This is an optimization exercise on Yosys and OpenROAD, whose aim is small area, not a production implementation.
In this exercise RTL edits were held to simulation tests only and were not proved equivalent to the original.
Power is estimated from default activity; no workload was simulated. No driver is modelled on the clock port, so clocking that relies on it looks cheaper here than on a real chip.

==> module wb_trace_monitor, before the edit <==
module wb_trace_monitor #(
  parameter int XLEN = 32,
  parameter int NUM_REGS = 32,
  parameter int DEPTH = 16,
  parameter int WRAP_MODE = 0,
  parameter int FILTER_X0 = 1,
  localparam int RW = $clog2(NUM_REGS),
  localparam int CW = $clog2(DEPTH) + 1
) (
  input  logic            clk,
  input  logic            rst,
  input  logic            wb_en,
  input  logic [RW-1:0]   wb_rd,
  input  logic [XLEN-1:0] wb_data,
  output logic            tr_valid,
  input  logic            tr_ready,
  output logic [RW-1:0]   tr_rd,
  output logic [XLEN-1:0] tr_data,
  output logic [15:0]     tr_seq,
  output logic [CW-1:0]   tr_count,
  output logic            tr_overflow,
  input  logic            dump_req,
  output logic            dump_valid,
  input  logic            dump_ready,
  output logic [RW-1:0]   dump_idx,
  output logic [XLEN-1:0] dump_data,
  output logic            dump_busy,
  output logic            dump_done
);
  localparam int AW = $clog2(DEPTH);
  localparam int EW = RW + XLEN + 16;
  logic [EW-1:0]   fifo_q [DEPTH];
  logic [XLEN-1:0] shadow_q [1:NUM_REGS-1];
  logic [AW-1:0]   head_q, tail_q;
  logic [CW-1:0]   count_q;
  logic [15:0]     seq_q;
  logic            ovf_q, qual, full, pop, push, last;
  logic            scan_q, done_q;
  logic [RW-1:0]   idx_q;
  logic [XLEN-1:0] wdata;
  assign qual = wb_en && wb_rd != '0;
  assign full = count_q[AW];
  assign pop = count_q != '0 && tr_ready;
  assign push = qual && (!full || pop);
  assign last = dump_ready && idx_q == RW'(NUM_REGS - 1);
  assign wdata = rst ? '0 : wb_data;
  always_ff @(posedge clk) begin
    if (rst) begin
      head_q <= '0;
      tail_q <= '0;
      count_q <= '0;
      seq_q <= '0;
      ovf_q <= 1'b0;
      scan_q <= 1'b0;
      done_q <= 1'b0;
      idx_q <= '0;
    end else begin
      head_q <= head_q + AW'(pop);
      tail_q <= tail_q + AW'(push);
      count_q <= count_q + CW'(push) - CW'(pop);
      seq_q <= seq_q + 16'(qual);
      ovf_q <= ovf_q || (qual && full && !pop);
      done_q <= scan_q && last;
      scan_q <= scan_q ? !last : (!done_q && dump_req);
      idx_q <= scan_q ? idx_q + RW'(dump_ready) : '0;
    end
  end
  always_ff @(posedge clk) begin
    if (push) fifo_q[tail_q] <= {wb_rd, wb_data, seq_q};
  end
  for (genvar k = 1; k < NUM_REGS; k++) begin : g_sh
    always_ff @(posedge clk) begin
      if (rst || (qual && wb_rd == RW'(k))) shadow_q[k] <= wdata;
    end
  end
  logic [DEPTH-1:0]    hsel;
  logic [NUM_REGS-1:0] dsel;
  always_comb begin
    for (int i = 0; i < DEPTH; i++) hsel[i] = head_q == AW'(i);
    for (int i = 0; i < NUM_REGS; i++) dsel[i] = idx_q == RW'(i);
  end
  localparam int HG = DEPTH / 3;            
  localparam int DG = (NUM_REGS - 1) / 3;
  logic [EW-1:0]   hterm [HG + 1];
  logic [XLEN-1:0] dterm [DG + 1];
  for (genvar g = 0; g < HG; g++) begin : g_hrd
    wbtm_aoi3 #(.W(EW)) u_aoi (
      .s0(hsel[3*g]), .d0(fifo_q[3*g]),
      .s1(hsel[3*g+1]), .d1(fifo_q[3*g+1]),
      .s2(hsel[3*g+2]), .d2(fifo_q[3*g+2]),
      .y(hterm[g]));
  end
  for (genvar g = 0; g < DG; g++) begin : g_drd
    wbtm_aoi3 #(.W(XLEN)) u_aoi (
      .s0(dsel[3*g+1]), .d0(shadow_q[3*g+1]),
      .s1(dsel[3*g+2]), .d1(shadow_q[3*g+2]),
      .s2(dsel[3*g+3]), .d2(shadow_q[3*g+3]),
      .y(dterm[g]));
  end
  assign hterm[HG] = ~({EW{hsel[DEPTH-1]}} & fifo_q[DEPTH-1]);
  assign dterm[DG] = ~({XLEN{dsel[NUM_REGS-1]}} & shadow_q[NUM_REGS-1]);
  logic [EW-1:0]   tr_word;
  logic [XLEN-1:0] dword;
  always_comb begin
    tr_word = '1;
    for (int g = 0; g <= HG; g++) tr_word = tr_word & hterm[g];
    dword = '1;
    for (int g = 0; g <= DG; g++) dword = dword & dterm[g];
  end
  assign tr_valid = count_q != '0;
  assign {tr_rd, tr_data, tr_seq} = ~tr_word;
  assign tr_count = count_q;
  assign tr_overflow = ovf_q;
  assign dump_valid = scan_q;
  assign dump_busy = scan_q;
  assign dump_done = done_q;
  assign dump_idx = idx_q;
  assign dump_data = ~dword;
endmodule
==> flow/config.mk <==
export PLATFORM = sky130hd
export DESIGN_NAME = wb_trace_monitor
export DESIGN_NICKNAME = wb_trace_monitor
export VERILOG_FILES = /design/flow/design.v
export SDC_FILE = /design/flow/constraint.sdc
export NUM_CORES = 4
export LEC_CHECK = 0
export CAP_MARGIN = 20
export CORE_MARGIN = 2
export CORE_UTILIZATION = 65
export SLEW_MARGIN = 20
export SYNTH_HIERARCHICAL = 1
==> flow/constraint.sdc <==
create_clock -name core_clock -period 6.0 [get_ports {clk}]
set_input_delay 1.2000 -clock core_clock [delete_from_list [all_inputs] [get_ports {clk}]]
set_output_delay 1.2000 -clock core_clock [all_outputs]
set_load 0.01 [all_outputs]
standard.sh (not shown) runs the stock make flow with config.mk's settings and CLKGATE_MAP_FILE= SYNTH_SCRIPT=/design/flow/synth_recipe.tcl, a recipe that flattens the netlist after the stock synthesis.
==> flow/flow/run.sh <==
#!/bin/bash
# The standard layout (standard.sh, unchanged synthesis), with two settings passed to ORFS:
# - clock-tree synthesis with larger sink clusters on clkbuf_16 and no dummy loads;
# - port buffers (every input and output still gets one) of the smallest buffer cell.
set -euo pipefail
CTS_ARGS="-sink_clustering_enable -repair_clock_nets -dont_use_dummy_load"
CTS_ARGS+=" -buf_list sky130_fd_sc_hd__clkbuf_16 -sink_clustering_size 30 -sink_clustering_max_diameter 80"
export CTS_ARGS
export BUFFER_PORTS_ARGS="-buffer_cell sky130_fd_sc_hd__buf_1"
bash standard.sh > standard.log 2>&1
Next try:
--- a/flow/design.v
+++ b/flow/design.v
@@ -24,62 +24,73 @@
   input  logic            dump_ready,
   output logic [RW-1:0]   dump_idx,
   output logic [XLEN-1:0] dump_data,
   output logic            dump_busy,
   output logic            dump_done
 );
-  localparam int AW = $clog2(DEPTH);
   localparam int EW = RW + XLEN + 16;
-  logic [EW-1:0]   fifo_q [DEPTH];
-  logic [XLEN-1:0] shadow_q [1:NUM_REGS-1];
-  logic [AW-1:0]   head_q, tail_q;
+  logic [EW-1:0]   fifo_q [DEPTH];           
+  logic [XLEN-1:0] shadow_q [1:NUM_REGS-1];  
   logic [CW-1:0]   count_q;
   logic [15:0]     seq_q;
   logic            ovf_q, qual, full, pop, push, last;
-  logic            scan_q, done_q;
+  logic            scan_q, done_q, tgl_q;
   logic [RW-1:0]   idx_q;
-  logic [XLEN-1:0] wdata;
   assign qual = wb_en && wb_rd != '0;
-  assign full = count_q[AW];
+  assign full = count_q[CW-1];
   assign pop = count_q != '0 && tr_ready;
   assign push = qual && (!full || pop);
   assign last = dump_ready && idx_q == RW'(NUM_REGS - 1);
-  assign wdata = rst ? '0 : wb_data;
   always_ff @(posedge clk) begin
     if (rst) begin
-      head_q <= '0;
-      tail_q <= '0;
       count_q <= '0;
       seq_q <= '0;
       ovf_q <= 1'b0;
       scan_q <= 1'b0;
       done_q <= 1'b0;
       idx_q <= '0;
+      tgl_q <= 1'b0;
     end else begin
-      head_q <= head_q + AW'(pop);
-      tail_q <= tail_q + AW'(push);
       count_q <= count_q + CW'(push) - CW'(pop);
       seq_q <= seq_q + 16'(qual);
       ovf_q <= ovf_q || (qual && full && !pop);
       done_q <= scan_q && last;
       scan_q <= scan_q ? !last : (!done_q && dump_req);
       idx_q <= scan_q ? idx_q + RW'(dump_ready) : '0;
+      tgl_q <= !tgl_q;
     end
   end
-  always_ff @(posedge clk) begin
-    if (push) fifo_q[tail_q] <= {wb_rd, wb_data, seq_q};
+  logic [XLEN-1:0] col_data;
+  logic [EW-1:0]   col_fifo;
+  assign col_data = rst ? '1 : (wb_data ^ {XLEN{tgl_q}});
+  assign col_fifo = {wb_rd ^ {RW{tgl_q}}, col_data, seq_q ^ {16{tgl_q}}};
+  for (genvar i = 0; i < DEPTH; i++) begin : g_fifo
+    logic [EW-1:0] col, d;
+    if (i == 0) begin : g_in
+      assign col = col_fifo;
+    end else begin : g_sh
+      assign col = fifo_q[i-1];
+    end
+    for (genvar j = 0; j < EW; j++) begin : g_bit
+      wbtm_ldinv u_ld (.ld(push), .ld_n(!push), .col(col[j]), .q(fifo_q[i][j]), .d(d[j]));
+    end
+    always_ff @(posedge clk) fifo_q[i] <= d;
   end
   for (genvar k = 1; k < NUM_REGS; k++) begin : g_sh
-    always_ff @(posedge clk) begin
-      if (rst || (qual && wb_rd == RW'(k))) shadow_q[k] <= wdata;
+    logic we;
+    logic [XLEN-1:0] d;
+    assign we = rst || (qual && wb_rd == RW'(k));
+    for (genvar j = 0; j < XLEN; j++) begin : g_bit
+      wbtm_ldinv u_ld (.ld(we), .ld_n(!we), .col(col_data[j]), .q(shadow_q[k][j]), .d(d[j]));
     end
+    always_ff @(posedge clk) shadow_q[k] <= d;
   end
   logic [DEPTH-1:0]    hsel;
   logic [NUM_REGS-1:0] dsel;
   always_comb begin
-    for (int i = 0; i < DEPTH; i++) hsel[i] = head_q == AW'(i);
+    for (int i = 0; i < DEPTH; i++) hsel[i] = count_q == CW'(i + 1);
     for (int i = 0; i < NUM_REGS; i++) dsel[i] = idx_q == RW'(i);
   end
   localparam int HG = DEPTH / 3;            
   localparam int DG = (NUM_REGS - 1) / 3;
   logic [EW-1:0]   hterm [HG + 1];
   logic [XLEN-1:0] dterm [DG + 1];
@@ -105,20 +116,26 @@
     tr_word = '1;
     for (int g = 0; g <= HG; g++) tr_word = tr_word & hterm[g];
     dword = '1;
     for (int g = 0; g <= DG; g++) dword = dword & dterm[g];
   end
   assign tr_valid = count_q != '0;
-  assign {tr_rd, tr_data, tr_seq} = ~tr_word;
+  assign {tr_rd, tr_data, tr_seq} = ~tr_word ^ {EW{tgl_q}};
   assign tr_count = count_q;
   assign tr_overflow = ovf_q;
   assign dump_valid = scan_q;
   assign dump_busy = scan_q;
   assign dump_done = done_q;
   assign dump_idx = idx_q;
-  assign dump_data = ~dword;
+  assign dump_data = ~dword ^ {XLEN{tgl_q && idx_q != '0}};
+endmodule
+module wbtm_ldinv (
+  input  logic ld, ld_n, col, q,
+  output logic d
+);
+  assign d = ~((ld_n | col) & (ld | q));
 endmodule
 module wbtm_aoi3 #(parameter int W = 1) (
   input  logic         s0, s1, s2,
   input  logic [W-1:0] d0, d1, d2,
   output logic [W-1:0] y
 );
Global-route usage goes up by 6.6 points; die area goes down by 8.4%; clock skew goes up by 15 ps; clock-buffer cell count is unchanged; critical path depth goes up by 1; total power goes up by 33%; register-to-register slack improves by 140 ps; routed wire length goes up by 15%; worst setup slack degrades by 42 ps; core utilization goes down by 0.17 points; cell area goes down by 8.6%; sequential power goes up by 20%.

-- afterwards: timing with drivers on the ports --
No port has a modelled driver above. Below, the same layouts with a new extraction and two added sets of constraints. Step 1 (the two cells are an assumption about what drives the block):
set clk [get_ports {clk}]
set_driving_cell -lib_cell sky130_fd_sc_hd__clkbuf_16 $clk
set_driving_cell -lib_cell sky130_fd_sc_hd__buf_2 [delete_from_list [all_inputs] $clk]
Step 2 adds t to the input delays and takes it off the output delays; t is the mean of the earliest and latest rising clock arrival at the registers after step 1. Input paths then give back, and output paths get back, about the clock's delay inside the block. Slacks: ideal ports / drivers / drivers and shift; pairs: ideal ports / drivers.
| run | t, ns | slack for setup (ns) | slew at the worst register clock pin (ns) | worst slew at a driven data input, ns | pins driven straight from the clock port |
|---|---|---|---|---|---|
| the first run | 0.738 | 0.950 / 0.881 / 1.246 | 0.12 / 0.12 | 0.15 | 1 |
| the second run | 0.747 | 0.908 / 0.836 / 1.269 | 0.12 / 0.12 | 0.14 | 1 |
After both steps setup and hold are still met in every run listed.
